Source: an optimization exercise on an open RTL-to-GDS flow (aim: small area). Production flows keep margins and buffers that such runs may drop. Function was checked by simulation only, so behaviour that the tests miss may differ from the original. Power is estimated from default activity; no workload was simulated.

## register_file
module register_file #(
  parameter int DATA_W = mips_pkg::DATA_W_DEFAULT,
  parameter int ADDR_W = mips_pkg::ADDR_W_DEFAULT
) (
  input  logic              clk,
  input  logic              rst,
  input  logic              RegWrite,
  input  logic [ADDR_W-1:0] read_reg1,
  input  logic [ADDR_W-1:0] read_reg2,
  input  logic [ADDR_W-1:0] write_reg,
  input  logic [DATA_W-1:0] write_data,
  output logic [DATA_W-1:0] read_data1,
  output logic [DATA_W-1:0] read_data2
);
clock: 6.0 ns
lec_check: 0
cap_margin: 20
core_margin: 2
core_utilization: 40
slew_margin: 20
synth_hierarchical: 1
synth_minimum_keep_size: 0
run.sh (not shown) runs the stock make flow with config.mk's settings and CLKGATE_MAP_FILE= SYNTH_SCRIPT=/design/flow/synth_recipe.tcl, a recipe that flattens the netlist after the stock synthesis.
The starting point finished but failed the layout checks on negative setup slack.
Edit:
==> flow/flow/run.sh (new file) <==
#!/bin/bash
set -euo pipefail
export BUFFER_PORTS_ARGS="-buffer_cell sky130_fd_sc_hd__buf_1"
export CTS_ARGS="-sink_clustering_enable -repair_clock_nets -dont_use_dummy_load -buf_list {sky130_fd_sc_hd__clkbuf_4 sky130_fd_sc_hd__clkbuf_8}"
bash standard.sh finish > make_finish.log 2>&1
==> flow/standard.sh (new file) <==
#!/bin/bash
# synth_recipe.tcl (not shown) runs the flow's synth.tcl, then flattens the netlist and writes it again
# the make line also repeats each setting of config.mk as NAME=value (left out here)
make -C /OpenROAD-flow-scripts/flow DESIGN_CONFIG=/design/flow/config.mk WORK_HOME=/design/flow/orfs CLKGATE_MAP_FILE= SYNTH_SCRIPT=/design/flow/synth_recipe.tcl "${@:-finish}"
CAP_MARGIN = 10   (was 20)
CORE_UTILIZATION = 75   (was 40)
GPL_TIMING_DRIVEN = 0   (was default)
SLEW_MARGIN = 10   (was 20)
removed: flow/run.sh
The new run never finished: it broke off in global routing (5_1_grt) (GRT-0229).
Synthesized cell count stays the same.
Area after synthesis does not change.

---

## the baseline
register_file, a different RTL version from the one above (not shown whole).
Size: about 110 I/O pins, ~38000 µm² of cells after synthesis.
clock: 6.0 ns
lec_check: 0
cap_margin: 10
core_margin: 2
core_utilization: 45
gpl_timing_driven: 0
place_density: 0.5
slew_margin: 10
synth_hierarchical: 1
synth_minimum_keep_size: 0
standard.sh (not shown) runs the stock make flow with config.mk's settings and CLKGATE_MAP_FILE= SYNTH_SCRIPT=/design/flow/synth_recipe.tcl, a recipe that flattens the netlist after the stock synthesis.
==> flow/flow/run.sh <==
#!/bin/bash
set -euo pipefail
export BUFFER_PORTS_ARGS="-buffer_cell sky130_fd_sc_hd__buf_1"
export PRE_RESIZE_TCL="$(pwd)/flow/upsize.tcl"
export FASTROUTE_TCL="$(pwd)/flow/fastroute.tcl"
export CTS_ARGS="-sink_clustering_enable -repair_clock_nets -dont_use_dummy_load -buf_list sky130_fd_sc_hd__clkbuf_8 -sink_clustering_size 18 -sink_clustering_max_diameter 60"
bash standard.sh finish > make_finish.log 2>&1
==> flow/flow/fastroute.tcl <==
# Global routing layer setup: the platform's, except that less of met1 and
# met2 is offered to the global router, so more signal wiring goes to met3 and
# met4 and detailed routing has room for pin access on the lower layers.
set_global_routing_layer_adjustment $::env(MIN_ROUTING_LAYER)-$::env(MAX_ROUTING_LAYER) 0.2
set_global_routing_layer_adjustment met1 0.45
set_global_routing_layer_adjustment met2 0.35

set_routing_layers -clock $::env(MIN_CLK_ROUTING_LAYER)-$::env(MAX_ROUTING_LAYER)
set_routing_layers -signal $::env(MIN_ROUTING_LAYER)-$::env(MAX_ROUTING_LAYER)
==> flow/flow/upsize.tcl <==
# Runs before repair_design in the resize step: an AND2/OR2 that drives a wide
# select, enable or write-data net is sized up to its X2 form, so repair_design
# does not put a buffer behind a weak gate.
set nup 0
foreach inst [get_cells *] {
  set m [get_property $inst ref_name]
  if {![regexp {^sky130_fd_sc_hd__(and2|or2)_[0-2]$} $m -> fn]} continue
  set op [get_pins -of_objects $inst -filter "direction==output"]
  set fo [llength [get_pins -of_objects [get_nets -of_objects $op] -filter "direction==input"]]
  if {$fo >= 16} {
    replace_cell $inst [get_lib_cells */sky130_fd_sc_hd__${fn}_2]
    incr nup
  }
}
puts "upsize.tcl: sized up $nup drivers"
The baseline: done, clean on timing, DRC and antenna
### the baseline -> the candidate
--- a/flow/flow/upsize.tcl
+++ b/flow/flow/upsize.tcl
@@ -2 +2 @@
-# select, enable or write-data net is sized up to its X2 form, so repair_design
+# select, enable or write-data net is sized up to its X4 form, so repair_design
@@ -11 +11 @@
-    replace_cell $inst [get_lib_cells */sky130_fd_sc_hd__${fn}_2]
+    replace_cell $inst [get_lib_cells */sky130_fd_sc_hd__${fn}_4]
Results
- The candidate against the baseline; reported clock group power is down slightly.
- Diff the baseline..the candidate | combinational power share | negligible
- The candidate has multi-input logic area above what the baseline had.
- Diff the baseline -> the candidate | number of antenna violations at the first check in global routing | down by more than a quarter
- Compared with the baseline, the candidate shows a arrival time at the worst endpoint that is 0.42 ns lower.
- Run comparison: the candidate startpoint of the worst setup timing path read_reg1[0]; the baseline startpoint of the worst setup timing path read_reg2[0]
- Diff the candidate..the baseline | post-route total power | negligible
- As far as sequential cell count goes, the baseline and the candidate are indistinguishable; the numbers are identical.
- Final design instance area without fill: the baseline vs the candidate, no meaningful difference
- Between the candidate and the baseline, the global-route wire length before repair figures differ only marginally.

re-timing with driven ports:
The results above use ideal ports. As a check the final layouts listed here were re-extracted and re-timed, cells and wires unchanged.
Step 1 (the two cells are an assumption about what drives the block):
set clk [get_ports {clk}]
set_driving_cell -lib_cell sky130_fd_sc_hd__clkbuf_16 $clk
set_driving_cell -lib_cell sky130_fd_sc_hd__buf_2 [delete_from_list [all_inputs] $clk]
Step 2 times the ports against the registers' clock, not the clock port: input delays grow and output delays shrink by t, the midpoint of the rising clock arrivals with the driver on.
Three values: ideal, step 1, step 2; two values: the first two.
run | t (ns) | slack for setup (ns) | worst register clock-pin slew, ns | worst slew at a driven data input, ns
the first run of note 1 | 0.754 | -0.137 / -0.163 / -0.163 | 0.07 / 0.07 | 0.04
the baseline | 0.805 | 0.559 / 0.442 / 0.442 | 0.12 / 0.12 | 0.15
the candidate | 0.790 | 0.980 / 0.908 / 0.908 | 0.12 / 0.12 | 0.20
The setup slack of the baseline, which loses most, moves by -0.117 ns with the drivers and by -0.117 ns with both steps.
